This design comes from an exercise in tuning for small area on the open sky130 flow, not from production work.
RTL that was checked went through simulation tests only; none was proved equivalent to the original.
For run 2, only the layout was checked, not whether the RTL still works.
No activity file was given, so power comes from the tool's default toggle rates.

### flow/constraint.sdc
create_clock -name core_clock -period 7.0 [get_ports {clk}]
set_input_delay 1.4000 -clock core_clock [delete_from_list [all_inputs] [get_ports {clk}]]
set_output_delay 1.4000 -clock core_clock [all_outputs]
set_load 0.01 [all_outputs]
### flow/standard.sh
#!/bin/bash
# synth_recipe.tcl (not shown) runs the flow's synth.tcl, then flattens the netlist and writes it again
# the make line also repeats each setting of config.mk as NAME=value (left out here)
make -C /OpenROAD-flow-scripts/flow DESIGN_CONFIG=/design/flow/config.mk WORK_HOME=/design/flow/orfs CLKGATE_MAP_FILE= SYNTH_SCRIPT=/design/flow/synth_recipe.tcl "${@:-finish}"
### flow/flow/run.sh
#!/bin/bash
# The standard synthesis, then its combinational logic mapped again by
# ABC with an area-oriented script (flow/abc_resyn.script): the standard
# synthesis's registers and adder cells stay exactly as they are, with their
# names. Then the standard layout of that netlist, with extra ORFS make
# variables from flow/make_vars (one per line).
# Logs: flow_synth.log and flow_make.log (make's output), flow_resyn.log
# (Yosys); each ORFS step also keeps its own log under orfs/logs.
set -euo pipefail
args=()
while IFS= read -r line; do
   [[ -z "$line" || "$line" == \#* ]] && continue
   args+=("$line")
done < flow/make_vars

bash standard.sh "${args[@]}" synth > flow_synth.log 2>&1

RES=orfs/results/$FLOW_PLATFORM/layer_top/base
LIB=$FLOW_HOME/platforms/$FLOW_PLATFORM/lib/sky130_fd_sc_hd__tt_025C_1v80.lib
YOSYS=$FLOW_HOME/../tools/install/yosys/bin/yosys
DONT_USE=$(grep -o 'sky130_fd_sc_hd__[a-z0-9_]*' $FLOW_HOME/platforms/$FLOW_PLATFORM/config.mk | sort -u | sed 's/^/-dont_use /' | tr '\n' ' ')
cp $RES/1_2_yosys.v 1_2_yosys_standard.v
cat > resyn.ys <<EOT
read_liberty -ignore_miss_func $LIB
read_verilog 1_2_yosys_standard.v
hierarchy -top $FLOW_TOP
blackbox sky130_fd_sc_hd__dfxtp_1 sky130_fd_sc_hd__edfxtp_1 sky130_fd_sc_hd__fa_1 sky130_fd_sc_hd__ha_1 sky130_fd_sc_hd__conb_1
tee -o resyn_stat_before.txt stat -liberty $LIB
flatten
opt -purge
abc -script $PWD/flow/abc_resyn.script -liberty $LIB $DONT_USE -constr $PWD/orfs/objects/$FLOW_PLATFORM/layer_top/base/abc.constr
splitnets
opt_clean -purge
hilomap -singleton -hicell sky130_fd_sc_hd__conb_1 HI -locell sky130_fd_sc_hd__conb_1 LO
insbuf -buf sky130_fd_sc_hd__buf_4 A X
tee -o resyn_stat_after.txt stat -liberty $LIB
write_verilog -noattr -nohex -nodec 1_2_yosys_resyn.v
EOT
$YOSYS -s resyn.ys > flow_resyn.log 2>&1
# The new netlist must be fully mapped and hold the same registers
cat > resyn_check.ys <<EOT
read_liberty -lib $LIB
read_verilog 1_2_yosys_resyn.v
hierarchy -check -top $FLOW_TOP
check -assert -mapped
EOT
$YOSYS -s resyn_check.ys > flow_resyn_check.log 2>&1
regs() { grep -oE 'sky130_fd_sc_hd__e?dfxtp_[0-9]+ +\\?[^ ]+' "$1" | sort; }
if ! diff <(regs 1_2_yosys_standard.v) <(regs 1_2_yosys_resyn.v) > flow_resyn_regs.diff; then
   echo "registers differ from the standard synthesis" >&2
   exit 1
fi
cp 1_2_yosys_resyn.v $RES/1_2_yosys.v
rm -f $RES/1_synth.odb
bash standard.sh "${args[@]}" finish > flow_make.log 2>&1
### flow/config.mk
export PLATFORM = sky130hd
export DESIGN_NAME = layer_top
export DESIGN_NICKNAME = layer_top
export VERILOG_FILES = /design/flow/design.v
export SDC_FILE = /design/flow/constraint.sdc
export NUM_CORES = 4
export LEC_CHECK = 0
export CAP_MARGIN = 20
export CORE_MARGIN = 2
export CORE_UTILIZATION = 40
export SLEW_MARGIN = 20
### flow/flow/make_vars
BUFFER_PORTS_ARGS=-buffer_cell sky130_fd_sc_hd__buf_1
GPL_KEEP_OVERFLOW=0
PLACE_DENSITY=0.8
CTS_ARGS=-sink_clustering_enable -repair_clock_nets -buf_list sky130_fd_sc_hd__clkbuf_8 -dont_use_dummy_load
### flow/flow/abc_resyn.script
strash
dch -f
amap
topo
stime -c
### flow/design.v
package layer_pkg;
   typedef logic signed [16-1:0] data_t;
   typedef logic [$clog2(8)-1:0] vec_addr_t;
   typedef logic [$clog2(16)-1:0] out_idx_t;
endpackage
package layer_coef_pkg;
   localparam int WEIGHT_ENTRIES = 4 * 8 * (16 / 4);
   localparam int BIAS_ENTRIES   = 4 * (16 / 4);
   localparam logic [WEIGHT_ENTRIES*16-1:0] weight_table = {
      {
         -16'sd38,  16'sd33,  16'sd109, 16'sd24,  -16'sd3,   -16'sd45,  -16'sd19,  16'sd48,
         16'sd103,  16'sd18,  16'sd82,  -16'sd28, 16'sd101,  -16'sd64,  -16'sd108, 16'sd3,
         -16'sd18,  16'sd107, 16'sd2,   -16'sd45, -16'sd85,  16'sd22,   16'sd86,   16'sd32,
         -16'sd1,   -16'sd105, 16'sd81, 16'sd42,  16'sd45,   16'sd39,   -16'sd54,  16'sd63
      },
      {
         16'sd29,   -16'sd75, -16'sd24, 16'sd89,  -16'sd12,  -16'sd72,  16'sd114,  -16'sd15,
         -16'sd11,  -16'sd4,  -16'sd36, 16'sd105, 16'sd53,   -16'sd50,  -16'sd37,  16'sd72,
         -16'sd110, -16'sd77, 16'sd9,   16'sd71,  16'sd1,    16'sd100,  16'sd15,   -16'sd72,
         16'sd90,   16'sd84,  16'sd7,   -16'sd36, 16'sd56,   -16'sd106, 16'sd20,   16'sd22
      },
      {
         -16'sd109, -16'sd24, 16'sd30,  16'sd68,  -16'sd123, -16'sd41,  16'sd119,  16'sd31,
         16'sd54,   16'sd121, 16'sd12,  16'sd60,  -16'sd48,  16'sd3,    -16'sd37,  16'sd78,
         16'sd93,   -16'sd101, 16'sd116, -16'sd83, 16'sd31,  -16'sd49,  16'sd124,  16'sd29,
         -16'sd78,  16'sd8,   16'sd67,  16'sd81,  16'sd87,   16'sd63,   -16'sd18,  -16'sd105
      },
      {
         -16'sd2,   -16'sd5,  16'sd22,  -16'sd23, 16'sd96,   -16'sd58,  16'sd36,   -16'sd70,
         16'sd126,  16'sd113, -16'sd73, 16'sd94,  -16'sd73,  16'sd92,   -16'sd104, -16'sd98,
         -16'sd64,  -16'sd77, -16'sd4,  -16'sd9,  -16'sd113, 16'sd20,   16'sd21,   -16'sd3,
         16'sd115,  16'sd106, 16'sd14,  -16'sd126, -16'sd1,  -16'sd93,  16'sd0,    16'sd126
      }
   };
   localparam logic [BIAS_ENTRIES*16-1:0] bias_table = {
      {-16'sd70, 16'sd120, 16'sd71,  -16'sd60},
      {-16'sd47, 16'sd115, -16'sd83, 16'sd67},
      {16'sd41,  16'sd38,  -16'sd81, -16'sd106},
      {16'sd103, 16'sd83,  16'sd0,   -16'sd10}
   };
endpackage
module layer_sequencer (
   input  logic                 clk,
   input  logic                 reset,
   input  logic                 s_valid,
   input  logic                 m_ready,
   output logic                 s_ready,
   output logic                 m_valid,
   output logic                 vec_wr_en,    
   output layer_pkg::vec_addr_t pos,          
   output logic                 run,          
   output logic                 en,           
   output layer_pkg::out_idx_t  out_idx,      
   output logic [5:0]           entry_next,   
   output logic                 x_bypass      
);
   layer_pkg::vec_addr_t load_cnt;    
   logic vec_pending;    
   logic done;           
   logic fire;
   logic can_start;
   logic start;
   logic last_start;     
   logic gap;            
   assign m_valid = done;
   assign fire    = done & m_ready;
   assign can_start  = (pos[1:0] == 2'd0) && (pos[2] != out_idx[0]) && !run && (!done || fire);
   assign start      = can_start && (out_idx != '0 || vec_pending || vec_wr_en);
   assign last_start = can_start && out_idx == 4'd15;
   assign en         = start | run;
   assign s_ready   = (pos == load_cnt) && (load_cnt != '0 || !vec_pending || last_start);
   assign vec_wr_en = s_ready & s_valid;
   assign gap       = (pos == load_cnt) && (load_cnt != '0) && !s_valid;
   layer_pkg::vec_addr_t load_cnt_d;
   assign load_cnt_d = reset ? '0 : load_cnt + vec_wr_en;
   layer_pkg::vec_addr_t pos_d;
   layer_pkg::out_idx_t  out_idx_d;
   logic                 finish;         
   assign finish     = run && pos[1:0] == 2'd3 && !(gap && out_idx == '0);
   assign pos_d      = reset ? '0 : pos + 1'b1;
   assign out_idx_d  = reset ? '0 : out_idx + finish;
   assign entry_next = {out_idx_d, pos_d[1:0]};
   always_ff @(posedge clk) begin
      pos      <= pos_d;
      out_idx  <= out_idx_d;
      load_cnt <= load_cnt_d;
      x_bypass <= (pos_d == load_cnt_d) && out_idx_d == '0;
   end
   always_ff @(posedge clk) begin
      if (reset) begin
         vec_pending <= 1'b0;
         run         <= 1'b0;
         done        <= 1'b0;
      end else begin
         if (vec_wr_en && load_cnt == 3'd7)
            vec_pending <= 1'b1;
         else if (start && out_idx == 4'd15)
            vec_pending <= 1'b0;
         if (start)
            run <= 1'b1;
         else if (run && (pos[1:0] == 2'd3 || (gap && out_idx == '0)))
            run <= 1'b0;
         if (finish)
            done <= 1'b1;
         else if (fire)
            done <= 1'b0;
      end
   end
endmodule
module mac_lane (
   input  logic                 clk,
   input  logic                 run,        
   input  logic                 en,         
   input  layer_pkg::out_idx_t  out_idx,
   input  layer_pkg::vec_addr_t pos,
   input  logic [5:0]           entry_next,    
   input  layer_pkg::data_t     x_a,
   input  layer_pkg::data_t     x_b,
   output layer_pkg::data_t     acc,
   output logic [16-1:0] acc_cy    
);
   localparam int ENTRIES = 16 * 4;
   localparam int BW = 16;    
   function automatic logic [15:0] negsum(input logic [7:0] w);
      logic [8:0] wx;
      wx     = {w, 1'b0};
      negsum = '0;
      for (int k = 0; k < 4; k++)
         if (wx[2*k+2] && !(wx[2*k+1] && wx[2*k]))
            negsum = negsum + (16'd1 << (2 * k));
   endfunction
   function automatic logic [15:0] row_negsum(input int j);
      int e;
      row_negsum = '0;
      for (int c = 0; c < 8; c++) begin
         e = (j % 4) * 8 * (16 / 4) + (j / 4) * 8 + c;
         row_negsum = row_negsum
                      + negsum(layer_coef_pkg::weight_table[(layer_coef_pkg::WEIGHT_ENTRIES - 1 - e) * 16 +: 8]);
      end
   endfunction
   logic [4*ENTRIES-1:0] a_one, a_two, a_neg, b_one, b_two, b_neg;
   logic [16*BW-1:0] b_rom;
   logic [ENTRIES*8-1:0]        wa_rom, wb_rom;
   genvar i;
   generate
      for (i = 0; i < ENTRIES; i++) begin : g_w
         localparam int J  = i / 4;
         localparam int CA = (1 - J % 2) * 4 + i % 4;
         localparam int CB = (J % 2) * 4 + i % 4;
         localparam int EA = (J % 4) * 8 * (16 / 4)
                             + (J / 4) * 8 + CA;
         localparam int EB = (J % 4) * 8 * (16 / 4)
                             + (J / 4) * 8 + CB;
         localparam logic [8:0] WA = {layer_coef_pkg::weight_table[(layer_coef_pkg::WEIGHT_ENTRIES - 1 - EA) * 16 +: 8], 1'b0};
         localparam logic [8:0] WB = {layer_coef_pkg::weight_table[(layer_coef_pkg::WEIGHT_ENTRIES - 1 - EB) * 16 +: 8], 1'b0};
         assign wa_rom[i*8 +: 8] = WA[8:1];
         assign wb_rom[i*8 +: 8] = WB[8:1];
         for (genvar k = 0; k < 4; k++) begin : g_k
            assign a_one[k*ENTRIES + i] = WA[2*k+1] ^ WA[2*k];
            assign a_two[k*ENTRIES + i] = (WA[2*k+2] & ~WA[2*k+1] & ~WA[2*k]) | (~WA[2*k+2] & WA[2*k+1] & WA[2*k]);
            assign a_neg[k*ENTRIES + i] = WA[2*k+2] & ~(WA[2*k+1] & WA[2*k]);
            assign b_one[k*ENTRIES + i] = WB[2*k+1] ^ WB[2*k];
            assign b_two[k*ENTRIES + i] = (WB[2*k+2] & ~WB[2*k+1] & ~WB[2*k]) | (~WB[2*k+2] & WB[2*k+1] & WB[2*k]);
            assign b_neg[k*ENTRIES + i] = WB[2*k+2] & ~(WB[2*k+1] & WB[2*k]);
         end
      end
      for (i = 0; i < 16; i++) begin : g_b
         localparam int E = (i % 4) * (16 / 4) + i / 4;
         localparam logic [7:0] B8 =
            layer_coef_pkg::bias_table[(layer_coef_pkg::BIAS_ENTRIES - 1 - E) * 16 +: 8];
         assign b_rom[i*16 +: 16] = {{8{B8[7]}}, B8} + row_negsum(i);
      end
   endgenerate
   logic [5:0]  entry;
   logic [15:0] bias;
   logic [15:0] addend;
   logic [3:0]  neg_a, one_a, two_a, neg_b, one_b, two_b;
   assign entry  = {out_idx, pos[1:0]};
   assign bias   = b_rom[out_idx*16 +: 16];
   assign addend = run ? acc : bias;
   logic [7:0] wa_q, wb_q;
   always_ff @(posedge clk) begin
      wa_q <= wa_rom[entry_next*8 +: 8];
      wb_q <= wb_rom[entry_next*8 +: 8];
   end
   logic [8:0] wxa, wxb;
   assign wxa = {wa_q, 1'b0};
   assign wxb = {wb_q, 1'b0};
   generate
      for (i = 0; i < 4; i++) begin : g_digit
         assign one_a[i] = wxa[2*i+1] ^ wxa[2*i];
         assign two_a[i] = (wxa[2*i+2] & ~wxa[2*i+1] & ~wxa[2*i]) | (~wxa[2*i+2] & wxa[2*i+1] & wxa[2*i]);
         assign neg_a[i] = wxa[2*i+2] & ~(wxa[2*i+1] & wxa[2*i]);
         assign one_b[i] = wxb[2*i+1] ^ wxb[2*i];
         assign two_b[i] = (wxb[2*i+2] & ~wxb[2*i+1] & ~wxb[2*i]) | (~wxb[2*i+2] & wxb[2*i+1] & wxb[2*i]);
         assign neg_b[i] = wxb[2*i+2] & ~(wxb[2*i+1] & wxb[2*i]);
      end
   endgenerate
   logic [15:0] pp_a0;
   assign pp_a0[0] = ((one_a[0] & x_a[0])) ^ neg_a[0];
   assign pp_a0[1] = ((one_a[0] & x_a[1]) | (two_a[0] & x_a[0])) ^ neg_a[0];
   assign pp_a0[2] = ((one_a[0] & x_a[2]) | (two_a[0] & x_a[1])) ^ neg_a[0];
   assign pp_a0[3] = ((one_a[0] & x_a[3]) | (two_a[0] & x_a[2])) ^ neg_a[0];
   assign pp_a0[4] = ((one_a[0] & x_a[4]) | (two_a[0] & x_a[3])) ^ neg_a[0];
   assign pp_a0[5] = ((one_a[0] & x_a[5]) | (two_a[0] & x_a[4])) ^ neg_a[0];
   assign pp_a0[6] = ((one_a[0] & x_a[6]) | (two_a[0] & x_a[5])) ^ neg_a[0];
   assign pp_a0[7] = ((one_a[0] & x_a[7]) | (two_a[0] & x_a[6])) ^ neg_a[0];
   assign pp_a0[8] = ((one_a[0] & x_a[8]) | (two_a[0] & x_a[7])) ^ neg_a[0];
   assign pp_a0[9] = ((one_a[0] & x_a[9]) | (two_a[0] & x_a[8])) ^ neg_a[0];
   assign pp_a0[10] = ((one_a[0] & x_a[10]) | (two_a[0] & x_a[9])) ^ neg_a[0];
   assign pp_a0[11] = ((one_a[0] & x_a[11]) | (two_a[0] & x_a[10])) ^ neg_a[0];
   assign pp_a0[12] = ((one_a[0] & x_a[12]) | (two_a[0] & x_a[11])) ^ neg_a[0];
   assign pp_a0[13] = ((one_a[0] & x_a[13]) | (two_a[0] & x_a[12])) ^ neg_a[0];
   assign pp_a0[14] = ((one_a[0] & x_a[14]) | (two_a[0] & x_a[13])) ^ neg_a[0];
   assign pp_a0[15] = ((one_a[0] & x_a[15]) | (two_a[0] & x_a[14])) ^ neg_a[0];
   logic [15:2] pp_a1;
   assign pp_a1[2] = ((one_a[1] & x_a[0])) ^ neg_a[1];
   assign pp_a1[3] = ((one_a[1] & x_a[1]) | (two_a[1] & x_a[0])) ^ neg_a[1];
   assign pp_a1[4] = ((one_a[1] & x_a[2]) | (two_a[1] & x_a[1])) ^ neg_a[1];
   assign pp_a1[5] = ((one_a[1] & x_a[3]) | (two_a[1] & x_a[2])) ^ neg_a[1];
   assign pp_a1[6] = ((one_a[1] & x_a[4]) | (two_a[1] & x_a[3])) ^ neg_a[1];
   assign pp_a1[7] = ((one_a[1] & x_a[5]) | (two_a[1] & x_a[4])) ^ neg_a[1];
   assign pp_a1[8] = ((one_a[1] & x_a[6]) | (two_a[1] & x_a[5])) ^ neg_a[1];
   assign pp_a1[9] = ((one_a[1] & x_a[7]) | (two_a[1] & x_a[6])) ^ neg_a[1];
   assign pp_a1[10] = ((one_a[1] & x_a[8]) | (two_a[1] & x_a[7])) ^ neg_a[1];
   assign pp_a1[11] = ((one_a[1] & x_a[9]) | (two_a[1] & x_a[8])) ^ neg_a[1];
   assign pp_a1[12] = ((one_a[1] & x_a[10]) | (two_a[1] & x_a[9])) ^ neg_a[1];
   assign pp_a1[13] = ((one_a[1] & x_a[11]) | (two_a[1] & x_a[10])) ^ neg_a[1];
   assign pp_a1[14] = ((one_a[1] & x_a[12]) | (two_a[1] & x_a[11])) ^ neg_a[1];
   assign pp_a1[15] = ((one_a[1] & x_a[13]) | (two_a[1] & x_a[12])) ^ neg_a[1];
   logic [15:4] pp_a2;
   assign pp_a2[4] = ((one_a[2] & x_a[0])) ^ neg_a[2];
   assign pp_a2[5] = ((one_a[2] & x_a[1]) | (two_a[2] & x_a[0])) ^ neg_a[2];
   assign pp_a2[6] = ((one_a[2] & x_a[2]) | (two_a[2] & x_a[1])) ^ neg_a[2];
   assign pp_a2[7] = ((one_a[2] & x_a[3]) | (two_a[2] & x_a[2])) ^ neg_a[2];
   assign pp_a2[8] = ((one_a[2] & x_a[4]) | (two_a[2] & x_a[3])) ^ neg_a[2];
   assign pp_a2[9] = ((one_a[2] & x_a[5]) | (two_a[2] & x_a[4])) ^ neg_a[2];
   assign pp_a2[10] = ((one_a[2] & x_a[6]) | (two_a[2] & x_a[5])) ^ neg_a[2];
   assign pp_a2[11] = ((one_a[2] & x_a[7]) | (two_a[2] & x_a[6])) ^ neg_a[2];
   assign pp_a2[12] = ((one_a[2] & x_a[8]) | (two_a[2] & x_a[7])) ^ neg_a[2];
   assign pp_a2[13] = ((one_a[2] & x_a[9]) | (two_a[2] & x_a[8])) ^ neg_a[2];
   assign pp_a2[14] = ((one_a[2] & x_a[10]) | (two_a[2] & x_a[9])) ^ neg_a[2];
   assign pp_a2[15] = ((one_a[2] & x_a[11]) | (two_a[2] & x_a[10])) ^ neg_a[2];
   logic [15:6] pp_a3;
   assign pp_a3[6] = ((one_a[3] & x_a[0])) ^ neg_a[3];
   assign pp_a3[7] = ((one_a[3] & x_a[1]) | (two_a[3] & x_a[0])) ^ neg_a[3];
   assign pp_a3[8] = ((one_a[3] & x_a[2]) | (two_a[3] & x_a[1])) ^ neg_a[3];
   assign pp_a3[9] = ((one_a[3] & x_a[3]) | (two_a[3] & x_a[2])) ^ neg_a[3];
   assign pp_a3[10] = ((one_a[3] & x_a[4]) | (two_a[3] & x_a[3])) ^ neg_a[3];
   assign pp_a3[11] = ((one_a[3] & x_a[5]) | (two_a[3] & x_a[4])) ^ neg_a[3];
   assign pp_a3[12] = ((one_a[3] & x_a[6]) | (two_a[3] & x_a[5])) ^ neg_a[3];
   assign pp_a3[13] = ((one_a[3] & x_a[7]) | (two_a[3] & x_a[6])) ^ neg_a[3];
   assign pp_a3[14] = ((one_a[3] & x_a[8]) | (two_a[3] & x_a[7])) ^ neg_a[3];
   assign pp_a3[15] = ((one_a[3] & x_a[9]) | (two_a[3] & x_a[8])) ^ neg_a[3];
   logic [15:0] pp_b0;
   assign pp_b0[0] = ((one_b[0] & x_b[0])) ^ neg_b[0];
   assign pp_b0[1] = ((one_b[0] & x_b[1]) | (two_b[0] & x_b[0])) ^ neg_b[0];
   assign pp_b0[2] = ((one_b[0] & x_b[2]) | (two_b[0] & x_b[1])) ^ neg_b[0];
   assign pp_b0[3] = ((one_b[0] & x_b[3]) | (two_b[0] & x_b[2])) ^ neg_b[0];
   assign pp_b0[4] = ((one_b[0] & x_b[4]) | (two_b[0] & x_b[3])) ^ neg_b[0];
   assign pp_b0[5] = ((one_b[0] & x_b[5]) | (two_b[0] & x_b[4])) ^ neg_b[0];
   assign pp_b0[6] = ((one_b[0] & x_b[6]) | (two_b[0] & x_b[5])) ^ neg_b[0];
   assign pp_b0[7] = ((one_b[0] & x_b[7]) | (two_b[0] & x_b[6])) ^ neg_b[0];
   assign pp_b0[8] = ((one_b[0] & x_b[8]) | (two_b[0] & x_b[7])) ^ neg_b[0];
   assign pp_b0[9] = ((one_b[0] & x_b[9]) | (two_b[0] & x_b[8])) ^ neg_b[0];
   assign pp_b0[10] = ((one_b[0] & x_b[10]) | (two_b[0] & x_b[9])) ^ neg_b[0];
   assign pp_b0[11] = ((one_b[0] & x_b[11]) | (two_b[0] & x_b[10])) ^ neg_b[0];
   assign pp_b0[12] = ((one_b[0] & x_b[12]) | (two_b[0] & x_b[11])) ^ neg_b[0];
   assign pp_b0[13] = ((one_b[0] & x_b[13]) | (two_b[0] & x_b[12])) ^ neg_b[0];
   assign pp_b0[14] = ((one_b[0] & x_b[14]) | (two_b[0] & x_b[13])) ^ neg_b[0];
   assign pp_b0[15] = ((one_b[0] & x_b[15]) | (two_b[0] & x_b[14])) ^ neg_b[0];
   logic [15:2] pp_b1;
   assign pp_b1[2] = ((one_b[1] & x_b[0])) ^ neg_b[1];
   assign pp_b1[3] = ((one_b[1] & x_b[1]) | (two_b[1] & x_b[0])) ^ neg_b[1];
   assign pp_b1[4] = ((one_b[1] & x_b[2]) | (two_b[1] & x_b[1])) ^ neg_b[1];
   assign pp_b1[5] = ((one_b[1] & x_b[3]) | (two_b[1] & x_b[2])) ^ neg_b[1];
   assign pp_b1[6] = ((one_b[1] & x_b[4]) | (two_b[1] & x_b[3])) ^ neg_b[1];
   assign pp_b1[7] = ((one_b[1] & x_b[5]) | (two_b[1] & x_b[4])) ^ neg_b[1];
   assign pp_b1[8] = ((one_b[1] & x_b[6]) | (two_b[1] & x_b[5])) ^ neg_b[1];
   assign pp_b1[9] = ((one_b[1] & x_b[7]) | (two_b[1] & x_b[6])) ^ neg_b[1];
   assign pp_b1[10] = ((one_b[1] & x_b[8]) | (two_b[1] & x_b[7])) ^ neg_b[1];
   assign pp_b1[11] = ((one_b[1] & x_b[9]) | (two_b[1] & x_b[8])) ^ neg_b[1];
   assign pp_b1[12] = ((one_b[1] & x_b[10]) | (two_b[1] & x_b[9])) ^ neg_b[1];
   assign pp_b1[13] = ((one_b[1] & x_b[11]) | (two_b[1] & x_b[10])) ^ neg_b[1];
   assign pp_b1[14] = ((one_b[1] & x_b[12]) | (two_b[1] & x_b[11])) ^ neg_b[1];
   assign pp_b1[15] = ((one_b[1] & x_b[13]) | (two_b[1] & x_b[12])) ^ neg_b[1];
   logic [15:4] pp_b2;
   assign pp_b2[4] = ((one_b[2] & x_b[0])) ^ neg_b[2];
   assign pp_b2[5] = ((one_b[2] & x_b[1]) | (two_b[2] & x_b[0])) ^ neg_b[2];
   assign pp_b2[6] = ((one_b[2] & x_b[2]) | (two_b[2] & x_b[1])) ^ neg_b[2];
   assign pp_b2[7] = ((one_b[2] & x_b[3]) | (two_b[2] & x_b[2])) ^ neg_b[2];
   assign pp_b2[8] = ((one_b[2] & x_b[4]) | (two_b[2] & x_b[3])) ^ neg_b[2];
   assign pp_b2[9] = ((one_b[2] & x_b[5]) | (two_b[2] & x_b[4])) ^ neg_b[2];
   assign pp_b2[10] = ((one_b[2] & x_b[6]) | (two_b[2] & x_b[5])) ^ neg_b[2];
   assign pp_b2[11] = ((one_b[2] & x_b[7]) | (two_b[2] & x_b[6])) ^ neg_b[2];
   assign pp_b2[12] = ((one_b[2] & x_b[8]) | (two_b[2] & x_b[7])) ^ neg_b[2];
   assign pp_b2[13] = ((one_b[2] & x_b[9]) | (two_b[2] & x_b[8])) ^ neg_b[2];
   assign pp_b2[14] = ((one_b[2] & x_b[10]) | (two_b[2] & x_b[9])) ^ neg_b[2];
   assign pp_b2[15] = ((one_b[2] & x_b[11]) | (two_b[2] & x_b[10])) ^ neg_b[2];
   logic [15:6] pp_b3;
   assign pp_b3[6] = ((one_b[3] & x_b[0])) ^ neg_b[3];
   assign pp_b3[7] = ((one_b[3] & x_b[1]) | (two_b[3] & x_b[0])) ^ neg_b[3];
   assign pp_b3[8] = ((one_b[3] & x_b[2]) | (two_b[3] & x_b[1])) ^ neg_b[3];
   assign pp_b3[9] = ((one_b[3] & x_b[3]) | (two_b[3] & x_b[2])) ^ neg_b[3];
   assign pp_b3[10] = ((one_b[3] & x_b[4]) | (two_b[3] & x_b[3])) ^ neg_b[3];
   assign pp_b3[11] = ((one_b[3] & x_b[5]) | (two_b[3] & x_b[4])) ^ neg_b[3];
   assign pp_b3[12] = ((one_b[3] & x_b[6]) | (two_b[3] & x_b[5])) ^ neg_b[3];
   assign pp_b3[13] = ((one_b[3] & x_b[7]) | (two_b[3] & x_b[6])) ^ neg_b[3];
   assign pp_b3[14] = ((one_b[3] & x_b[8]) | (two_b[3] & x_b[7])) ^ neg_b[3];
   assign pp_b3[15] = ((one_b[3] & x_b[9]) | (two_b[3] & x_b[8])) ^ neg_b[3];
   logic s1, c2, s3, c4, s5, c6, s7, c8, s9, c10, s11, c12, s13, c14, s15, c16;
   logic s17, c18, s19, c20, s21, c22, s23, c24, s25, c26, s27, c28, s29, c30, s31, c32;
   logic s33, c34, s35, c36, s37, c38, s39, c40, s41, c42, s43, c44, s45, c46, s47, c48;
   logic s49, c50, s51, c52, s53, c54, s55, c56, s57, s58, s59, s60, c61, s62, c63, s64;
   logic c65, s66, c67, s68, c69, s70, c71, s72, c73, s74, c75, s76, c77, s78, c79, s80;
   logic c81, s82, c83, s84, c85, s86, c87, s88, c89, s90, c91, s92, c93, s94, c95, s96;
   logic c97, s98, c99, s100, c101, s102, c103, s104, c105, s106, c107, s108, s109, s110, c111, s112;
   logic c113, s114, c115, s116, c117, s118, c119, s120, c121, s122, c123, s124, c125, s126, c127, s128;
   logic c129, s130, c131, s132, c133, s134, c135, s136, s137, c138, s139, c140, s141, c142, s143, c144;
   logic s145, c146, s147, c148, s149, c150, s151, c152, s153, c154, s155, c156, s157, c158, s159, c160;
   logic s161, c162, s163, c164, s165, c166, s167;
   assign s1 = addend[4] ^ pp_b0[4];
   assign c2 = addend[4] & pp_b0[4];
   assign s3 = addend[5] ^ pp_b0[5] ^ pp_b1[5];
   assign c4 = (addend[5] & pp_b0[5]) | (addend[5] & pp_b1[5]) | (pp_b0[5] & pp_b1[5]);
   assign s5 = addend[6] ^ pp_b0[6] ^ pp_b1[6];
   assign c6 = (addend[6] & pp_b0[6]) | (addend[6] & pp_b1[6]) | (pp_b0[6] & pp_b1[6]);
   assign s7 = pp_b2[6] ^ pp_b3[6] ^ pp_a0[6];
   assign c8 = (pp_b2[6] & pp_b3[6]) | (pp_b2[6] & pp_a0[6]) | (pp_b3[6] & pp_a0[6]);
   assign s9 = addend[7] ^ pp_b0[7] ^ pp_b1[7];
   assign c10 = (addend[7] & pp_b0[7]) | (addend[7] & pp_b1[7]) | (pp_b0[7] & pp_b1[7]);
   assign s11 = pp_b2[7] ^ pp_b3[7] ^ pp_a0[7];
   assign c12 = (pp_b2[7] & pp_b3[7]) | (pp_b2[7] & pp_a0[7]) | (pp_b3[7] & pp_a0[7]);
   assign s13 = pp_a1[7] ^ pp_a2[7];
   assign c14 = pp_a1[7] & pp_a2[7];
   assign s15 = addend[8] ^ pp_b0[8] ^ pp_b1[8];
   assign c16 = (addend[8] & pp_b0[8]) | (addend[8] & pp_b1[8]) | (pp_b0[8] & pp_b1[8]);
   assign s17 = pp_b2[8] ^ pp_b3[8] ^ pp_a0[8];
   assign c18 = (pp_b2[8] & pp_b3[8]) | (pp_b2[8] & pp_a0[8]) | (pp_b3[8] & pp_a0[8]);
   assign s19 = pp_a1[8] ^ pp_a2[8] ^ pp_a3[8];
   assign c20 = (pp_a1[8] & pp_a2[8]) | (pp_a1[8] & pp_a3[8]) | (pp_a2[8] & pp_a3[8]);
   assign s21 = addend[9] ^ pp_b0[9] ^ pp_b1[9];
   assign c22 = (addend[9] & pp_b0[9]) | (addend[9] & pp_b1[9]) | (pp_b0[9] & pp_b1[9]);
   assign s23 = pp_b2[9] ^ pp_b3[9] ^ pp_a0[9];
   assign c24 = (pp_b2[9] & pp_b3[9]) | (pp_b2[9] & pp_a0[9]) | (pp_b3[9] & pp_a0[9]);
   assign s25 = pp_a1[9] ^ pp_a2[9] ^ pp_a3[9];
   assign c26 = (pp_a1[9] & pp_a2[9]) | (pp_a1[9] & pp_a3[9]) | (pp_a2[9] & pp_a3[9]);
   assign s27 = addend[10] ^ pp_b0[10] ^ pp_b1[10];
   assign c28 = (addend[10] & pp_b0[10]) | (addend[10] & pp_b1[10]) | (pp_b0[10] & pp_b1[10]);
   assign s29 = pp_b2[10] ^ pp_b3[10] ^ pp_a0[10];
   assign c30 = (pp_b2[10] & pp_b3[10]) | (pp_b2[10] & pp_a0[10]) | (pp_b3[10] & pp_a0[10]);
   assign s31 = pp_a1[10] ^ pp_a2[10] ^ pp_a3[10];
   assign c32 = (pp_a1[10] & pp_a2[10]) | (pp_a1[10] & pp_a3[10]) | (pp_a2[10] & pp_a3[10]);
   assign s33 = addend[11] ^ pp_b0[11] ^ pp_b1[11];
   assign c34 = (addend[11] & pp_b0[11]) | (addend[11] & pp_b1[11]) | (pp_b0[11] & pp_b1[11]);
   assign s35 = pp_b2[11] ^ pp_b3[11] ^ pp_a0[11];
   assign c36 = (pp_b2[11] & pp_b3[11]) | (pp_b2[11] & pp_a0[11]) | (pp_b3[11] & pp_a0[11]);
   assign s37 = pp_a1[11] ^ pp_a2[11] ^ pp_a3[11];
   assign c38 = (pp_a1[11] & pp_a2[11]) | (pp_a1[11] & pp_a3[11]) | (pp_a2[11] & pp_a3[11]);
   assign s39 = addend[12] ^ pp_b0[12] ^ pp_b1[12];
   assign c40 = (addend[12] & pp_b0[12]) | (addend[12] & pp_b1[12]) | (pp_b0[12] & pp_b1[12]);
   assign s41 = pp_b2[12] ^ pp_b3[12] ^ pp_a0[12];
   assign c42 = (pp_b2[12] & pp_b3[12]) | (pp_b2[12] & pp_a0[12]) | (pp_b3[12] & pp_a0[12]);
   assign s43 = pp_a1[12] ^ pp_a2[12] ^ pp_a3[12];
   assign c44 = (pp_a1[12] & pp_a2[12]) | (pp_a1[12] & pp_a3[12]) | (pp_a2[12] & pp_a3[12]);
   assign s45 = addend[13] ^ pp_b0[13] ^ pp_b1[13];
   assign c46 = (addend[13] & pp_b0[13]) | (addend[13] & pp_b1[13]) | (pp_b0[13] & pp_b1[13]);
   assign s47 = pp_b2[13] ^ pp_b3[13] ^ pp_a0[13];
   assign c48 = (pp_b2[13] & pp_b3[13]) | (pp_b2[13] & pp_a0[13]) | (pp_b3[13] & pp_a0[13]);
   assign s49 = pp_a1[13] ^ pp_a2[13] ^ pp_a3[13];
   assign c50 = (pp_a1[13] & pp_a2[13]) | (pp_a1[13] & pp_a3[13]) | (pp_a2[13] & pp_a3[13]);
   assign s51 = addend[14] ^ pp_b0[14] ^ pp_b1[14];
   assign c52 = (addend[14] & pp_b0[14]) | (addend[14] & pp_b1[14]) | (pp_b0[14] & pp_b1[14]);
   assign s53 = pp_b2[14] ^ pp_b3[14] ^ pp_a0[14];
   assign c54 = (pp_b2[14] & pp_b3[14]) | (pp_b2[14] & pp_a0[14]) | (pp_b3[14] & pp_a0[14]);
   assign s55 = pp_a1[14] ^ pp_a2[14] ^ pp_a3[14];
   assign c56 = (pp_a1[14] & pp_a2[14]) | (pp_a1[14] & pp_a3[14]) | (pp_a2[14] & pp_a3[14]);
   assign s57 = addend[15] ^ pp_b0[15] ^ pp_b1[15];
   assign s58 = pp_b2[15] ^ pp_b3[15] ^ pp_a0[15];
   assign s59 = pp_a1[15] ^ pp_a2[15] ^ pp_a3[15];
   assign s60 = addend[2] ^ pp_b0[2];
   assign c61 = addend[2] & pp_b0[2];
   assign s62 = addend[3] ^ pp_b0[3] ^ pp_b1[3];
   assign c63 = (addend[3] & pp_b0[3]) | (addend[3] & pp_b1[3]) | (pp_b0[3] & pp_b1[3]);
   assign s64 = pp_b1[4] ^ pp_b2[4] ^ s1;
   assign c65 = (pp_b1[4] & pp_b2[4]) | (pp_b1[4] & s1) | (pp_b2[4] & s1);
   assign s66 = pp_a0[4] ^ pp_a1[4];
   assign c67 = pp_a0[4] & pp_a1[4];
   assign s68 = pp_b2[5] ^ c2 ^ s3;
   assign c69 = (pp_b2[5] & c2) | (pp_b2[5] & s3) | (c2 & s3);
   assign s70 = pp_a0[5] ^ pp_a1[5] ^ pp_a2[5];
   assign c71 = (pp_a0[5] & pp_a1[5]) | (pp_a0[5] & pp_a2[5]) | (pp_a1[5] & pp_a2[5]);
   assign s72 = c4 ^ s5 ^ pp_a1[6];
   assign c73 = (c4 & s5) | (c4 & pp_a1[6]) | (s5 & pp_a1[6]);
   assign s74 = pp_a2[6] ^ pp_a3[6] ^ s7;
   assign c75 = (pp_a2[6] & pp_a3[6]) | (pp_a2[6] & s7) | (pp_a3[6] & s7);
   assign s76 = c6 ^ s9 ^ pp_a3[7];
   assign c77 = (c6 & s9) | (c6 & pp_a3[7]) | (s9 & pp_a3[7]);
   assign s78 = s13 ^ c8 ^ s11;
   assign c79 = (s13 & c8) | (s13 & s11) | (c8 & s11);
   assign s80 = c10 ^ s15 ^ c14;
   assign c81 = (c10 & s15) | (c10 & c14) | (s15 & c14);
   assign s82 = c12 ^ s17 ^ s19;
   assign c83 = (c12 & s17) | (c12 & s19) | (s17 & s19);
   assign s84 = c16 ^ s21 ^ c18;
   assign c85 = (c16 & s21) | (c16 & c18) | (s21 & c18);
   assign s86 = c20 ^ s23 ^ s25;
   assign c87 = (c20 & s23) | (c20 & s25) | (s23 & s25);
   assign s88 = c22 ^ s27 ^ c24;
   assign c89 = (c22 & s27) | (c22 & c24) | (s27 & c24);
   assign s90 = c26 ^ s29 ^ s31;
   assign c91 = (c26 & s29) | (c26 & s31) | (s29 & s31);
   assign s92 = c28 ^ s33 ^ c30;
   assign c93 = (c28 & s33) | (c28 & c30) | (s33 & c30);
   assign s94 = c32 ^ s35 ^ s37;
   assign c95 = (c32 & s35) | (c32 & s37) | (s35 & s37);
   assign s96 = c34 ^ s39 ^ c36;
   assign c97 = (c34 & s39) | (c34 & c36) | (s39 & c36);
   assign s98 = c38 ^ s41 ^ s43;
   assign c99 = (c38 & s41) | (c38 & s43) | (s41 & s43);
   assign s100 = c40 ^ s45 ^ c42;
   assign c101 = (c40 & s45) | (c40 & c42) | (s45 & c42);
   assign s102 = c44 ^ s47 ^ s49;
   assign c103 = (c44 & s47) | (c44 & s49) | (s47 & s49);
   assign s104 = c46 ^ s51 ^ c48;
   assign c105 = (c46 & s51) | (c46 & c48) | (s51 & c48);
   assign s106 = c50 ^ s53 ^ s55;
   assign c107 = (c50 & s53) | (c50 & s55) | (s53 & s55);
   assign s108 = c52 ^ s57 ^ c54;
   assign s109 = c56 ^ s58 ^ s59;
   assign s110 = pp_b1[2] ^ s60;
   assign c111 = pp_b1[2] & s60;
   assign s112 = c61 ^ s62 ^ pp_a0[3];
   assign c113 = (c61 & s62) | (c61 & pp_a0[3]) | (s62 & pp_a0[3]);
   assign s114 = c63 ^ s64 ^ pp_a2[4];
   assign c115 = (c63 & s64) | (c63 & pp_a2[4]) | (s64 & pp_a2[4]);
   assign s116 = c65 ^ s68 ^ c67;
   assign c117 = (c65 & s68) | (c65 & c67) | (s68 & c67);
   assign s118 = c69 ^ c71 ^ s72;
   assign c119 = (c69 & c71) | (c69 & s72) | (c71 & s72);
   assign s120 = c73 ^ s76 ^ c75;
   assign c121 = (c73 & s76) | (c73 & c75) | (s76 & c75);
   assign s122 = c77 ^ s80 ^ c79;
   assign c123 = (c77 & s80) | (c77 & c79) | (s80 & c79);
   assign s124 = c81 ^ s84 ^ c83;
   assign c125 = (c81 & s84) | (c81 & c83) | (s84 & c83);
   assign s126 = c85 ^ s88 ^ c87;
   assign c127 = (c85 & s88) | (c85 & c87) | (s88 & c87);
   assign s128 = c89 ^ s92 ^ c91;
   assign c129 = (c89 & s92) | (c89 & c91) | (s92 & c91);
   assign s130 = c93 ^ s96 ^ c95;
   assign c131 = (c93 & s96) | (c93 & c95) | (s96 & c95);
   assign s132 = c97 ^ s100 ^ c99;
   assign c133 = (c97 & s100) | (c97 & c99) | (s100 & c99);
   assign s134 = c101 ^ s104 ^ c103;
   assign c135 = (c101 & s104) | (c101 & c103) | (s104 & c103);
   assign s136 = c105 ^ s108 ^ c107;
   assign s137 = addend[0] ^ pp_b0[0];
   assign c138 = addend[0] & pp_b0[0];
   assign s139 = addend[1] ^ pp_b0[1] ^ pp_a0[1];
   assign c140 = (addend[1] & pp_b0[1]) | (addend[1] & pp_a0[1]) | (pp_b0[1] & pp_a0[1]);
   assign s141 = s110 ^ pp_a0[2] ^ pp_a1[2];
   assign c142 = (s110 & pp_a0[2]) | (s110 & pp_a1[2]) | (pp_a0[2] & pp_a1[2]);
   assign s143 = c111 ^ pp_a1[3] ^ s112;
   assign c144 = (c111 & pp_a1[3]) | (c111 & s112) | (pp_a1[3] & s112);
   assign s145 = s66 ^ c113 ^ s114;
   assign c146 = (s66 & c113) | (s66 & s114) | (c113 & s114);
   assign s147 = c115 ^ s70 ^ s116;
   assign c148 = (c115 & s70) | (c115 & s116) | (s70 & s116);
   assign s149 = c117 ^ s74 ^ s118;
   assign c150 = (c117 & s74) | (c117 & s118) | (s74 & s118);
   assign s151 = c119 ^ s78 ^ s120;
   assign c152 = (c119 & s78) | (c119 & s120) | (s78 & s120);
   assign s153 = s82 ^ c121 ^ s122;
   assign c154 = (s82 & c121) | (s82 & s122) | (c121 & s122);
   assign s155 = s86 ^ c123 ^ s124;
   assign c156 = (s86 & c123) | (s86 & s124) | (c123 & s124);
   assign s157 = s90 ^ c125 ^ s126;
   assign c158 = (s90 & c125) | (s90 & s126) | (c125 & s126);
   assign s159 = s94 ^ c127 ^ s128;
   assign c160 = (s94 & c127) | (s94 & s128) | (c127 & s128);
   assign s161 = s98 ^ c129 ^ s130;
   assign c162 = (s98 & c129) | (s98 & s130) | (c129 & s130);
   assign s163 = s102 ^ c131 ^ s132;
   assign c164 = (s102 & c131) | (s102 & s132) | (c131 & s132);
   assign s165 = s106 ^ c133 ^ s134;
   assign c166 = (s106 & c133) | (s106 & s134) | (c133 & s134);
   assign s167 = s109 ^ c135 ^ s136;
   logic [15:0] op_a, op_b;
   assign op_a = {s167, s165, s163, s161, s159, s157, s155, s153, s151, s149, s147, s145, s143, s141, s139, pp_a0[0]};
   assign op_b = {c166, c164, c162, c160, c158, c156, c154, c152, c150, c148, c146, c144, c142, c140, c138, s137};
   logic [15:0] cy;
   logic [15:0] sum;
   logic [15:0] cy_out;
   assign cy[0] = 1'b0;
   assign sum[0] = op_a[0] ^ op_b[0] ^ cy[0];
   assign cy[1] = (op_a[0] & op_b[0]) | (op_a[0] & cy[0]) | (op_b[0] & cy[0]);
   assign sum[1] = op_a[1] ^ op_b[1] ^ cy[1];
   assign cy[2] = (op_a[1] & op_b[1]) | (op_a[1] & cy[1]) | (op_b[1] & cy[1]);
   assign sum[2] = op_a[2] ^ op_b[2] ^ cy[2];
   assign cy[3] = (op_a[2] & op_b[2]) | (op_a[2] & cy[2]) | (op_b[2] & cy[2]);
   assign sum[3] = op_a[3] ^ op_b[3] ^ cy[3];
   assign cy[4] = (op_a[3] & op_b[3]) | (op_a[3] & cy[3]) | (op_b[3] & cy[3]);
   assign sum[4] = op_a[4] ^ op_b[4] ^ cy[4];
   assign cy[5] = (op_a[4] & op_b[4]) | (op_a[4] & cy[4]) | (op_b[4] & cy[4]);
   assign sum[5] = op_a[5] ^ op_b[5] ^ cy[5];
   assign cy_out[6] = (op_a[5] & op_b[5]) | (op_a[5] & cy[5]) | (op_b[5] & cy[5]);
   assign cy[6] = run & acc_cy[6];
   assign sum[6] = op_a[6] ^ op_b[6] ^ cy[6];
   assign cy[7] = (op_a[6] & op_b[6]) | (op_a[6] & cy[6]) | (op_b[6] & cy[6]);
   assign sum[7] = op_a[7] ^ op_b[7] ^ cy[7];
   assign cy[8] = (op_a[7] & op_b[7]) | (op_a[7] & cy[7]) | (op_b[7] & cy[7]);
   assign sum[8] = op_a[8] ^ op_b[8] ^ cy[8];
   assign cy[9] = (op_a[8] & op_b[8]) | (op_a[8] & cy[8]) | (op_b[8] & cy[8]);
   assign sum[9] = op_a[9] ^ op_b[9] ^ cy[9];
   assign cy[10] = (op_a[9] & op_b[9]) | (op_a[9] & cy[9]) | (op_b[9] & cy[9]);
   assign sum[10] = op_a[10] ^ op_b[10] ^ cy[10];
   assign cy_out[11] = (op_a[10] & op_b[10]) | (op_a[10] & cy[10]) | (op_b[10] & cy[10]);
   assign cy[11] = run & acc_cy[11];
   assign sum[11] = op_a[11] ^ op_b[11] ^ cy[11];
   assign cy[12] = (op_a[11] & op_b[11]) | (op_a[11] & cy[11]) | (op_b[11] & cy[11]);
   assign sum[12] = op_a[12] ^ op_b[12] ^ cy[12];
   assign cy[13] = (op_a[12] & op_b[12]) | (op_a[12] & cy[12]) | (op_b[12] & cy[12]);
   assign sum[13] = op_a[13] ^ op_b[13] ^ cy[13];
   assign cy_out[14] = (op_a[13] & op_b[13]) | (op_a[13] & cy[13]) | (op_b[13] & cy[13]);
   assign cy[14] = run & acc_cy[14];
   assign sum[14] = op_a[14] ^ op_b[14] ^ cy[14];
   assign cy[15] = (op_a[14] & op_b[14]) | (op_a[14] & cy[14]) | (op_b[14] & cy[14]);
   assign sum[15] = op_a[15] ^ op_b[15] ^ cy[15];
   assign cy_out[0] = 1'b0;
   assign cy_out[1] = 1'b0;
   assign cy_out[2] = 1'b0;
   assign cy_out[3] = 1'b0;
   assign cy_out[4] = 1'b0;
   assign cy_out[5] = 1'b0;
   assign cy_out[7] = 1'b0;
   assign cy_out[8] = 1'b0;
   assign cy_out[9] = 1'b0;
   assign cy_out[10] = 1'b0;
   assign cy_out[12] = 1'b0;
   assign cy_out[13] = 1'b0;
   assign cy_out[15] = 1'b0;
   logic [15:0] cy_q;    
   always_ff @(posedge clk)
      if (en) begin
         acc  <= sum;
         cy_q <= cy_out & 16'h4840;
      end
   assign acc_cy = cy_q & 16'h4840;
endmodule
module mac_array (
   input  logic                 clk,
   input  logic                 vec_wr_en,
   input  logic                 x_bypass,
   input  layer_pkg::data_t     data_in,
   input  layer_pkg::vec_addr_t pos,
   input  logic                 run,
   input  logic                 en,
   input  layer_pkg::out_idx_t  out_idx,
   input  logic [5:0]           entry_next,
   output layer_pkg::data_t     acc,
   output logic [16-1:0] acc_cy
);
   layer_pkg::data_t ring [0:8-1];
   always_ff @(posedge clk) begin
      for (int k = 0; k < 8 - 1; k++)
         ring[k] <= ring[k+1];
      ring[8-1] <= vec_wr_en ? data_in : ring[0];
   end
   mac_lane u_lane (
      .clk     (clk),
      .run     (run),
      .en      (en),
      .out_idx (out_idx),
      .pos     (pos),
      .entry_next (entry_next),
      .x_a     (x_bypass ? data_in : ring[0]),    
      .x_b     (ring[8/2]),           
      .acc     (acc),
      .acc_cy  (acc_cy)
   );
endmodule
module result_buffer (
   input  layer_pkg::data_t acc,
   input  logic [16-1:0] acc_cy,
   output layer_pkg::data_t data_out
);
   layer_pkg::data_t result;
   assign result   = acc + acc_cy;
   assign data_out = result[16-1] ? '0 : result;
endmodule
module layer_top (
   input  logic             clk,
   input  logic             reset,
   input  logic             s_valid,
   input  logic             m_ready,
   input  layer_pkg::data_t data_in,
   output logic             s_ready,
   output logic             m_valid,
   output layer_pkg::data_t data_out
);
   logic                 vec_wr_en;
   logic                 x_bypass;
   layer_pkg::vec_addr_t pos;
   logic                 run, en;
   layer_pkg::out_idx_t  out_idx;
   logic [5:0]           entry_next;
   layer_pkg::data_t     acc;
   logic [16-1:0] acc_cy;
   layer_sequencer u_sequencer (
      .clk       (clk),
      .reset     (reset),
      .s_valid   (s_valid),
      .m_ready   (m_ready),
      .s_ready   (s_ready),
      .m_valid   (m_valid),
      .vec_wr_en (vec_wr_en),
      .pos       (pos),
      .run       (run),
      .en        (en),
      .out_idx   (out_idx),
      .entry_next(entry_next),
      .x_bypass  (x_bypass)
   );
   mac_array u_mac_array (
      .clk       (clk),
      .vec_wr_en (vec_wr_en),
      .x_bypass  (x_bypass),
      .data_in   (data_in),
      .pos       (pos),
      .run       (run),
      .en        (en),
      .out_idx   (out_idx),
      .entry_next(entry_next),
      .acc       (acc),
      .acc_cy    (acc_cy)
   );
   result_buffer u_result_buffer (
      .acc      (acc),
      .acc_cy   (acc_cy),
      .data_out (data_out)
   );
endmodule
==> results of run 1 <==
[registers in the layout, indices dropped and copies added, names as in the netlist, 3 cells and up]
signal and count:
u_mac_array.ring 128, u_mac_array.u_lane.wa_q 8, u_sequencer.pos 3, u_mac_array.u_lane.acc 16
u_mac_array.u_lane.wb_q 8, u_sequencer.out_idx 4, u_mac_array.u_lane.cy_q 3, u_sequencer.load_cnt 3
[how the worst max path moves through the flow]
stage | start | endpoint | depth (start not counted)
CTS | u_mac_array.u_lane.wb_q[1]$_DFF_P_ | u_mac_array.u_lane.acc[10]$_DFFE_PP_ | 17
floorplan | u_mac_array.u_lane.wb_q[1]$_DFF_P_ | u_mac_array.u_lane.acc[10]$_DFFE_PP_ | 17
global route | u_sequencer.pos[0]$_DFF_P_ | u_mac_array.u_lane.wa_q[1]$_DFF_P_ | 13
global placement | s_valid | u_mac_array.u_lane.wb_q[3]$_DFF_P_ | 13
finish | u_sequencer.pos[0]$_DFF_P_ | u_mac_array.u_lane.wb_q[3]$_DFF_P_ | 13
detailed placement | u_mac_array.u_lane.wb_q[1]$_DFF_P_ | u_mac_array.u_lane.acc[10]$_DFFE_PP_ | 17
[where the power goes]
part | internal (mW) | switching [mW] | leakage, nW
sequential | 1.70 | 0.167 | 1.50
clock | 0.215 | 0.318 | 0.122
combinational | 1.93 | 2.71 | 2.54
total | 3.85 | 3.19 | 4.16
[layer usage]
metal	part of all wire [%]	global-route usage, %
met5	0	0
met4	1.5	5.444
met3	11	5.011
met2	41	34.98
met1	47	37.14
[worst register-to-register path, cell delays in order (launching register included)]
cell and delay [ps]:
dfxtp_1 620, a21oi_1 120, or3_1 430, o41ai_1 490
nor2_1 140, ha_1 870, clkinv_1 790, nor2_1 1070
clkinv_1 720, nor2_1 460, nor2_1 210, nor2_1 140
nor2_1 50, o32ai_1 480
[layout make-up]
type	count	area (µm²)
fill	2593	14620
multi-input combinational	894	6357
sequential	177	3735
inverter	163	611.8
tap	335	419.2
clock buffer	17	234.0
timing repair buffer	38	155.1
[repair_timing]
item,in CTS,in global routing
buffers inserted,0,0
endpoints found under the setup margin,2,0
gates resized for setup,1,0
[metrics by stage]
step,instances,util (%)
after CTS,1624,44.02
after floorplan,1235,-
after global routing,1624,44.05
after global placement,1605,43.00
final,1624,44.05
after detailed placement,1607,43.12
==> reports/results.ini, run 1 <==
[run_status]
status=finished clean

[grt]
grt_first_pass_wirelength_um=52780
grt_start_max_net_pins=41
gr-total-overflow=0
track_usage_pct=24.24
antenna_found_initial=0
grt_pass1_vias=9111

[synthesis]
synth_area_per_cell_um2=8.656
synth_area_um2=10690
yosysWarningCount=5
syn_inst=1235
synth_nets=1385

[setup_path]
crit_slowest_cell=nor2_1
r2r_slack_ps=260
r2r_cells=13
critPathMaxStageDelay_ps=1060
cp_max_fo=23
critical_path.startpoint_type=register
setup.worst_path.end_class=register
timing.rr.end=u_mac_array.u_lane.wb_q[3]$_DFF_P_
crit_buf_inv=2
path_cells=a21oi_1 > or3_1 > o41ai_1 > nor2_1 > ha_1 > clkinv_1 > nor2_1 > clkinv_1 > nor2_1 > nor2_1 > nor2_1 > nor2_1 > o32ai_1
cp_top_family=simple AND/OR/NAND/NOR gates
crit_type=register to register
r2r_start=u_sequencer.pos[0]$_DFF_P_
crit_top_cell=nor2_1
required_ps=7310
arrival_ps=7050

[power]
design_power_total_mw=7.046
cellPowerDensity_nw_per_um2=612.0
ir_drop_uv=419.1
p_leak_nw=4.158

[route]
drt-total-wl_um=33430
first_pass_iters=17
routedWlPerCell_um=20.58
drc=0
drt_iter0_markers=1838
via_count=9770
viasPerCell=6.016
ant_nets=0

[sta]
max-slew-margin-rel_pct=19.83
finalSetupViolations=0
skew_ps=57.56
rsz0062_at_grt=false
hold_slack_ps=303.7
period_minus_slack_ps=6740
tightest_slew_ps=1197
maxSlewViolCount=0
timing.fmax_mhz=148.4
post-route-period-util_pct=96.28
setup_ws_ps=260.2
fin_tns_setup_ps=0
final_hold_viol_count=0

[clock_network]
insertion_delay_ps=490
root_buffer=clkbuf_8
htree_num_levels=4
cts_sinks=177
cts_buffers=17
cts_tree=done
postCtsHoldBufs=0
cts_buffer_depth=2
path_clk_slew_ps=90

[layout]
area_growth_pct=7.690
drive_gt1_share_pct=2.017
final_area_um2=11510
final_cell_mix=nor2_1, clkinv_1, dfxtp_1, nand2_1, o21ai_0
antenna-diode-count=0
fin_nets=1441
layout_commonest_cell=nor2_1

[place]
post_dp_cell_area_um2=11270
gp_congestion=0.9825
port_buffers=36
place_hpwl_um=25720
place_ws_ps=-89.77

[die]
core_um2=26130
num_rows=59
dieWidth_um=167.5
start_util_pct=40.91
die_y_um=167.5
dieArea_um2=28050
pin_count=38

[hold_path]
min_from=u_mac_array.ring[2][7]$_DFF_P_
hold_end=u_mac_array.ring[1][7]$_DFF_P_
min_path_cells=0
hold_path_class=register to register

[job]
drv_cap=0

==> run 2: changes to the inputs <==
--- a/flow/design.v
+++ b/flow/design.v
@@ -71,8 +71,7 @@
    assign s_ready   = (pos == load_cnt) && (load_cnt != '0 || !vec_pending || last_start);
    assign vec_wr_en = s_ready & s_valid;
    assign gap       = (pos == load_cnt) && (load_cnt != '0) && !s_valid;
-   layer_pkg::vec_addr_t load_cnt_d;
-   assign load_cnt_d = reset ? '0 : load_cnt + vec_wr_en;
+   assign x_bypass  = (pos == load_cnt) && out_idx == '0;
    layer_pkg::vec_addr_t pos_d;
    layer_pkg::out_idx_t  out_idx_d;
    logic                 finish;         
@@ -81,17 +80,18 @@
    assign out_idx_d  = reset ? '0 : out_idx + finish;
    assign entry_next = {out_idx_d, pos_d[1:0]};
    always_ff @(posedge clk) begin
-      pos      <= pos_d;
-      out_idx  <= out_idx_d;
-      load_cnt <= load_cnt_d;
-      x_bypass <= (pos_d == load_cnt_d) && out_idx_d == '0;
+      pos     <= pos_d;
+      out_idx <= out_idx_d;
    end
    always_ff @(posedge clk) begin
       if (reset) begin
+         load_cnt    <= '0;
          vec_pending <= 1'b0;
          run         <= 1'b0;
          done        <= 1'b0;
       end else begin
+         if (vec_wr_en)
+            load_cnt <= load_cnt + 1'b1;
          if (vec_wr_en && load_cnt == 3'd7)
             vec_pending <= 1'b1;
          else if (start && out_idx == 4'd15)
==> reports/results.ini, run 2 <==
[clock_network]
cts_sinks=176  ; -0.56%
htree_num_levels=4  ; unchanged
cts_tree=done
root_buffer=clkbuf_8
path_clk_slew_ps=90  ; about the same
cts_buffer_depth=2  ; unchanged
insertion_delay_ps=460  ; -30 ps
cts_buffers=17  ; unchanged

[route]
routedWlPerCell_um=19.86  ; -3.5%
drt-total-wl_um=32420  ; -3.0%
via_count=9614  ; -1.6%
first_pass_iters=17  ; unchanged
drt_iter0_markers=1187  ; -35%
viasPerCell=5.891  ; -2.1%
ant_nets=0  ; unchanged
drc=0  ; unchanged

[power]
design_power_total_mw=7.295  ; +3.5%
ir_drop_uv=437.2  ; +4.3%
cellPowerDensity_nw_per_um2=628.4  ; +2.7%
p_leak_nw=4.224  ; +1.6%

[synthesis]
syn_inst=1238  ; +0.24%
yosysWarningCount=5  ; unchanged
synth_area_per_cell_um2=8.623  ; -0.38%
synth_nets=1388  ; +0.22%
synth_area_um2=10680  ; -0.14%

[layout]
largest_register_ffs=128  ; unchanged
final_cell_mix=clkinv_1, nor2_1, dfxtp_1, nand2_1, o21ai_0
largest_register=u_mac_array.ring
n_fill_cell=2577  ; -0.62%
largestRegisters=u_mac_array.ring: 128 flops, u_mac_array.u_lane.acc: 16 flops
area_growth_pct=8.743
drive_gt1_share_pct=3.318  ; +1.3 points
fin_nets=1448  ; +0.49%
layout_commonest_cell=clkinv_1

[job]
drv_cap=0  ; unchanged

[sta]
final_hold_viol_count=0  ; unchanged
rsz0062_at_grt=false
skew_ps=36.95  ; -20.62 ps
setup_ws_ps=407.5  ; +147.3 ps
finalSetupViolations=0  ; unchanged
post-route-period-util_pct=94.18  ; -2.1 points
timing.fmax_mhz=151.7  ; +2.2%
max-slew-margin-rel_pct=20.19  ; +0.36 points
tightest_slew_ps=1192  ; -5.405 ps
maxSlewViolCount=0  ; unchanged
period_minus_slack_ps=6592  ; -147.3 ps

[die]
die_y_um=167.4  ; about the same
core_um2=26130  ; unchanged
dieWidth_um=167.4  ; about the same
dieArea_um2=28010  ; -0.14%
pin_count=38  ; unchanged
num_rows=59  ; unchanged
start_util_pct=40.85  ; -0.057 points

[setup_path]
critical_path.startpoint_type=register
cp_top_family=adder cells
path_cells=ha_1 > nor2_2 > clkinv_1 > o21ai_0 > fa_1 > fa_1 > clkinv_1 > fa_1 > clkinv_1 > fa_1 > fa_1 > fa_1 > fa_1 > clkinv_1 > fa_1 > clkinv_1 > fa_1
required_ps=7200  ; -110 ps
crit_slowest_cell=dfxtp_1
cp_max_fo=21  ; -8.7%
crit_type=register to register
arrival_ps=6800  ; -250 ps
crit_top_cell=fa_1
setup.worst_path.end_class=register
crit_buf_inv=5  ; +3
critPathMaxStageDelay_ps=590  ; -470 ps

[grt]
gr-total-overflow=0  ; unchanged
grt_start_max_net_pins=34  ; -17%
track_usage_pct=23.48  ; -0.75 points
grt_pass1_vias=9112  ; +0.011%
grt_first_pass_wirelength_um=50950  ; -3.5%
antenna_found_initial=4  ; +4

[run_status]
status=finished clean

[place]
place_hpwl_um=24740  ; -3.8%
port_buffers=36  ; unchanged
place_ws_ps=-697.4  ; -607.7 ps
gp_congestion=1.012  ; +3.0%

[hold_path]
hold_path_class=register to register

## run 2: through the flow
step | TNS [ps] | area, µm² | hold WS (ps) | util [%] | cells
after floorplan | 0 | 10680 | 309.6 | - | 1238
after global placement | -28220 | 11220 | 309.6 | 42.94 | 1608
after detailed placement | -2421 | 11280 | 312.1 | 43.18 | 1613
after CTS | 0 | 11560 | 286.7 | 44.24 | 1631
after global routing | 0 | 11610 | 291.7 | 44.41 | 1631
final | 0 | 11610 | 281.6 | 44.42 | 1632
## run 2: layout make-up
class / count / area, µm² / area share (%)
Multi-Input combinational cell: 878 / 6357 / 54.76
Tap cell: 335 / 419.2 / 3.611
Inverter: 183 / 691.9 / 5.960
Clock buffer: 17 / 234.0 / 2.016
Antenna cell: 1 / 2.502 / 0.02156
Sequential cell: 176 / 3716 / 32.01
Timing Repair Buffer: 42 / 187.7 / 1.617
## run 2: worst register-to-register path, stage by stage, from the launching register on
cell      delay [ps]
dfxtp_1          590
ha_1             370
nor2_2           530
clkinv_1         560
o21ai_0          360
fa_1             470
fa_1             500
clkinv_1          80
fa_1             500
clkinv_1          80
fa_1             400
fa_1             420
fa_1             390
fa_1             370
clkinv_1          60
fa_1             160
clkinv_1          80
fa_1             430
## run 2: power by group
part / internal, mW / switching, mW
combinational: 2.01 / 2.86
sequential: 1.74 / 0.165
clock: 0.214 / 0.305
total: 3.97 / 3.33
## run 2: metal layers
metal  share of wire [%]  vias to the layer above  track usage, %
li1                    -                     4468               -
met1                  42                     4509           32.60
met2                  43                      554           35.41
met3                  12                       79           6.358
met4                 2.8                        4           8.166
met5               0.077                        -               0
## run 2: worst paths after layout
check	from	to	slack, ps	cells after the start
worst max-delay path	u_mac_array.u_lane.wb_q[1]$_DFF_P_	u_mac_array.u_lane.acc[10]$_DFFE_PP_	410	17
worst min-delay path	u_mac_array.ring[7][11]$_DFF_P_	u_mac_array.ring[6][11]$_DFF_P_	280	0
worst max register to register	u_mac_array.u_lane.wb_q[1]$_DFF_P_	u_mac_array.u_lane.acc[10]$_DFFE_PP_	410	17
worst min register to register	u_mac_array.ring[7][11]$_DFF_P_	u_mac_array.ring[6][11]$_DFF_P_	280	0
## run 2: what timing repair did
action / 4_1_cts / 5_1_grt
gates resized for setup: 7 / 8
endpoints found under the setup margin: 8 / 11
setup buffers: 1 / 0
hold buffers: 0 / 0
cloned: 0 / 0
pin swaps: 1 / 0

what the ideal ports hide:
The flow's constraints put no driver on any port. The routed layouts listed below were extracted and timed again, unchanged, in two steps.
Step 1 (the two cells are an assumption about what drives the block):
set clk [get_ports {clk}]
set_driving_cell -lib_cell sky130_fd_sc_hd__clkbuf_16 $clk
set_driving_cell -lib_cell sky130_fd_sc_hd__buf_2 [delete_from_list [all_inputs] $clk]
Step 2 times the ports against the registers' clock, not the clock port: input delays grow and output delays shrink by t, the midpoint of the rising clock arrivals with the driver on.
Slacks: no drivers / after step 1 / after step 2; pairs: no drivers / after step 1.
run	t, ns	slack for setup (ns)	pins driven straight from the clock port
run 1	0.495	0.260 / 0.260 / -0.203	1
run 2	0.483	0.408 / 0.408 / 0.326	1
With both steps, setup timing fails in run 1, where it was met with ideal ports. The setup slack of run 1, which loses most, moves by 0.000 ns with the drivers and by -0.463 ns with both steps.
